From an optimization exercise on the open Yosys and OpenROAD flow, aimed at a short achievable clock period and few clock cycles; shortcuts taken in it are not production practice.
RTL that was checked went through simulation tests only; none was proved equivalent to the original.
No activity file was given, so power comes from the tool's default toggle rates.

## P
Design risc8_core, start of the top module:
module risc8_core
(
	input  logic    clk,
	input  logic    reset,
	output risc8_pkg::pc_t     pc,
	input  risc8_pkg::opcode_t cdata,
	output risc8_pkg::addr_t   data_addr,
	output logic    data_wen,
	output risc8_pkg::byte_t   data_write
);
	risc8_pkg::pc_t fpc;
	logic s1_v;
	logic halt;
	risc8_pkg::opcode_t ir;
	logic ir_v;
	risc8_pkg::pc_t ir_pc1;
	logic [1:0] skip;
	logic e_sub;
	logic e_and;
	logic e_or;
	logic e_eor;
	logic e_mov;
	logic e_carry;
	logic e_store;
	logic e_setf;
	logic e_out;
	risc8_pkg::reg_sel_t e_dst;
	risc8_pkg::byte_t e_a;
	risc8_pkg::byte_t e_b;
	logic [5:0] e_io;
	logic e_br;
	logic [2:0] e_br_sel;
	logic e_br_clr;
	logic e_br_short;
	logic [1:0] e_br_off;
	risc8_pkg::pc_t e_target;
	risc8_pkg::flags_t sreg;
	logic e_hit;
	risc8_pkg::opcode_t e_tw0;
	risc8_pkg::opcode_t e_tw1;
	localparam int HIST = 12;
	risc8_pkg::opcode_t hist [HIST];
	logic [4:0] hist_cnt;
	logic inj1;
	risc8_pkg::opcode_t inj_w;
	logic w_store;
	risc8_pkg::reg_sel_t w_dst;
	risc8_pkg::byte_t w_res;
	logic is_alu;
	logic is_imm;
	logic is_rjmp;
	logic is_br;
	logic is_out;
	logic op_sub;
	logic op_and;
	logic op_or;
	logic op_eor;
	logic op_mov;
	logic use_carry;
	logic store;
	logic set_flags;
	risc8_pkg::reg_sel_t sel_a;
	risc8_pkg::reg_sel_t sel_b;
	risc8_pkg::byte_t rf_a;
	risc8_pkg::byte_t rf_b;
	risc8_pkg::byte_t alu_res;
	risc8_pkg::flags_t alu_flags;
	logic taken;
	logic e_jump;
	logic e_redirect;
	logic e_annul;
	logic kill_d;
	logic e_inject;
	logic [6:0] hidx;
	logic d_hit;
	logic d_v;
	risc8_pkg::pc_t offset;
	risc8_pkg::pc_t target;
	risc8_pkg::pc_t br_target;
	logic jump;
	logic short_jump;
	logic redirect;
	logic self_jump;
	risc8_decode decode (
		.ir(ir),
		.is_alu(is_alu),
		.is_imm(is_imm),
		.is_rjmp(is_rjmp),
		.is_br(is_br),
		.is_out(is_out),
		.op_sub(op_sub),
		.op_and(op_and),
		.op_or(op_or),
		.op_eor(op_eor),
		.op_mov(op_mov),
		.use_carry(use_carry),
		.store(store),
		.set_flags(set_flags),
		.sel_a(sel_a),
		.sel_b(sel_b)
	);
	risc8_regs regs (
		.clk(clk),
		.sel_a(sel_a),
		.sel_b(sel_b),
		.reg_a(rf_a),
		.reg_b(rf_b),
		.wr_sel(w_dst),
		.wr_data(w_res),
		.wr_en(w_store)
	);
	risc8_alu alu (
		.op_sub(e_sub),
		.op_and(e_and),
		.op_or(e_or),
		.op_eor(e_eor),
		.op_mov(e_mov),
		.use_carry(e_carry),
		.a(e_a),
		.b(e_b),
		.flags_in(sreg),
  ...
For scale: roughly 59 I/O pins, ~30000 um^2 of cells after synthesis.
==> flow/config.mk <==
export PLATFORM = sky130hd
export DESIGN_NAME = risc8_core
export DESIGN_NICKNAME = risc8_core
export VERILOG_FILES = /design/flow/design.v
export SDC_FILE = /design/flow/constraint.sdc
export NUM_CORES = 4
export LEC_CHECK = 0
export ABC_CLOCK_PERIOD_IN_PS = 2500
export CAP_MARGIN = 20
export CORE_MARGIN = 2
export CORE_UTILIZATION = 40
export CTS_CLUSTER_DIAMETER = 60
export CTS_CLUSTER_SIZE = 25
export SLEW_MARGIN = 20
==> flow/constraint.sdc <==
create_clock -name core_clock -period 9.0 [get_ports {clk}]
set_input_delay 1.8000 -clock core_clock [delete_from_list [all_inputs] [get_ports {clk}]]
set_output_delay 1.8000 -clock core_clock [all_outputs]
set_load 0.01 [all_outputs]
standard.sh (not shown) runs the stock make flow with config.mk's settings and CLKGATE_MAP_FILE= SYNTH_SCRIPT=/design/flow/synth_recipe.tcl, a recipe that flattens the netlist after the stock synthesis.
==> flow/flow/run.sh <==
#!/bin/bash
# The standard layout, with the timing repair steps asked to leave
# extra setup slack so that they keep working below the design's period
export SETUP_SLACK_MARGIN=6.5
bash standard.sh > standard.log 2>&1
P completed; timing, DRC and antenna clean
Testbench counts of P, summed over its fixed seeds: cycles 20,637.
Modified inputs, Q compared to P
--- a/flow/config.mk
+++ b/flow/config.mk
@@ -11,3 +11,2 @@
-export CORE_UTILIZATION = 40
-export CTS_CLUSTER_DIAMETER = 60
-export CTS_CLUSTER_SIZE = 25
+export CORE_UTILIZATION = 60
+export PLACE_DENSITY = 0.7
[summary]
Compared with P, in Q clock network fraction of design power increased by 4.7 points relative to the old numbers; layout buffer count excluding clock buffers increased 15.
Number of pins exceeding their max-slew limit in the final report: P vs Q identical
[compare] base=P new=Q: maximum fanout count along the critical path down 2, maximum frequency now sits lower, post-route worst hold slack decreased by 5.6 ps relative to the old numbers, global-route usage went up 12 points, internal power summed over all cells rose about 11%.
Q: full flow OK, the timing, design-rule and antenna checks passed
The following lists how R was set up differently from Q:
--- a/flow/flow/run.sh
+++ b/flow/flow/run.sh
@@ -4,0 +5 @@
+cat standard.sh > standard_copy.log
--- a/flow/config.mk
+++ b/flow/config.mk
@@ -11,2 +11 @@
-export CORE_UTILIZATION = 60
-export PLACE_DENSITY = 0.7
+export CORE_UTILIZATION = 40
### Flow results
Result for Q and R: all clean
Going from Q to R, clock power +8.2%; number of clock-tree buffers in the layout +6; achievable clock frequency ~0 delta.
Measured against each other, Q and R differ in minimum setup slack in the final design, the lower figure coming from Q.
Changes observed in R relative to Q: count of inserted tapcells picked up an extra 305; number of standard cells in the layout, taps in and fillers out picked up an extra 10%; routed length per instance lost about 11%; post-route cell area picked up an extra about 2%.
Taking Q as the reference, in R final wirelength went down by 1.6%; final clock period utilization by the worst path about even.
There was hardly any difference in final clock skew between R and Q.
Input changes introduced in S (baseline for comparison: R):
==> flow/run.sh (new file) <==
#!/bin/bash
# synth_recipe.tcl (not shown) runs the flow's synth.tcl, then flattens the netlist and writes it again
# the make line also repeats each setting of config.mk as NAME=value (left out here)
make -C /OpenROAD-flow-scripts/flow DESIGN_CONFIG=/design/flow/config.mk WORK_HOME=/design/flow/orfs CLKGATE_MAP_FILE= SYNTH_SCRIPT=/design/flow/synth_recipe.tcl finish
--- a/flow/config.mk
+++ b/flow/config.mk
@@ -11,0 +12 @@
+export SETUP_SLACK_MARGIN = 5
removed: flow/flow/run.sh
removed: flow/standard.sh
Results
Looking at the reports, S completed the entire flow and the layout it produced met the timing, design-rule and antenna checks.
R → S: switching power total decreased by 0.00016 W relative to the old numbers; multi-input combinational cell area decreased about 8%; synthesized instance count ~0 delta; final setup slack of the worst path has decreased.
Sort R and S by total power, ascending, and S comes first.
Capturing instance or port of the critical path: data_write[7] -> R, e_tw1[5] -> S
Summary of S over R: net count of the finished layout shows a reduction of 238, fraction of power consumed by sequential logic shows an increase of 3.2 points.
Taking R over S, the non-clock buffer count ratio works out to 4.1.
Detailed route wirelength on metal3 (S / R): 0.74
#### Input delta (T over S)
==> flow/flow/run.sh (new file) <==
#!/bin/bash
# The standard layout, with the timing repair steps asked to leave
# extra setup slack so that they keep working below the design's period
export SETUP_SLACK_MARGIN=6.5
bash standard.sh > standard.log 2>&1
==> flow/standard.sh (new file) <==
#!/bin/bash
# synth_recipe.tcl (not shown) runs the flow's synth.tcl, then flattens the netlist and writes it again
# the make line also repeats each setting of config.mk as NAME=value (left out here)
make -C /OpenROAD-flow-scripts/flow DESIGN_CONFIG=/design/flow/config.mk WORK_HOME=/design/flow/orfs CLKGATE_MAP_FILE= SYNTH_SCRIPT=/design/flow/synth_recipe.tcl "${@:-finish}"
--- a/flow/config.mk
+++ b/flow/config.mk
@@ -12 +11,0 @@
-export SETUP_SLACK_MARGIN = 5
removed: flow/run.sh
Findings:
- T and S ended up with roughly the same share of the synthesized netlist area taken by xor and xnor gates.
- Compared with S, T ends up with a larger final cell area.
- Taking S as the reference, in T via count higher, setup slack higher.
- On number of inserted diodes: T sits below S.

---

Another version of the RTL of risc8_core (not shown whole).
Size in the first run: about 1400 cells after synthesis, ~59 I/O pins, ~19000 um2 of cells after synthesis.
// risc8_core
module risc8_core
(
	input  logic    clk,
	input  logic    reset,
	output risc8_pkg::pc_t     pc,
	input  risc8_pkg::opcode_t cdata,
	output risc8_pkg::addr_t   data_addr,
	output logic    data_wen,
	output risc8_pkg::byte_t   data_write
);
Settings: LEC_CHECK=0, ABC_CLOCK_PERIOD_IN_PS=2500, CAP_MARGIN=20, CORE_MARGIN=2, CORE_UTILIZATION=40, SLEW_MARGIN=20; clock period 9.0 ns.
==> flow/flow/run.sh <==
#!/bin/bash
# The standard layout, with the timing repair steps asked to leave
# extra setup slack so that they keep working below the design's period
export SETUP_SLACK_MARGIN=6.5
cat standard.sh > standard_copy.log
bash standard.sh > standard.log 2>&1
Next try:
==> flow/run.sh (new file) <==
#!/bin/bash
# synth_recipe.tcl (not shown) runs the flow's synth.tcl, then flattens the netlist and writes it again
# the make line also repeats each setting of config.mk as NAME=value (left out here)
make -C /OpenROAD-flow-scripts/flow DESIGN_CONFIG=/design/flow/config.mk WORK_HOME=/design/flow/orfs CLKGATE_MAP_FILE= SYNTH_SCRIPT=/design/flow/synth_recipe.tcl finish
SETUP_SLACK_MARGIN = 5   (was not set)
removed: flow/flow/run.sh
removed: flow/standard.sh
Effect:
- die area does not change
- register-to-register slack is worse by 0.85 ns
- design area is lower by 7.3%
- setup slack gets worse by 0.77 ns
- power is lower by 5.1%
- via count decreases by 4.5%
- clock power came out lower by about 4%
No functional check of the RTL was part of any run of this note.

afterwards: timing with drivers on the ports:
The results above use ideal ports. As a check the final layouts listed here were re-extracted and re-timed, cells and wires unchanged.
Step 1: set_driving_cell puts a clkbuf_16 on clk and a buf_2 on each other input, an assumption about the parent block.
Step 2, shift: input delay + t, output delay - t, t = (earliest + latest rising clock arrival at the registers) / 2. This alone moves slack from input paths to output paths.
a / b / c = ideal / step 1 / step 2; a / b = the first two.
run	t (ns)	slack for setup (ns)	worst register clock-pin slew, ns	pins driven straight from the clock port
P	0.676	6.086 / 6.020 / 5.923	0.10 / 0.10	1
Q	0.669	6.076 / 6.014 / 5.826	0.07 / 0.07	1
R	0.677	6.081 / 6.017 / 5.783	0.07 / 0.07	1
S	0.679	5.169 / 5.169 / 5.169	0.06 / 0.06	1
T	0.677	6.081 / 6.017 / 5.783	0.07 / 0.07	1
the first run of note 2	0.605	6.123 / 6.068 / 5.983	0.07 / 0.07	1
the second run of note 2	0.590	5.357 / 5.357 / 5.357	0.06 / 0.06	1
After both steps setup and hold are still met in every run listed.
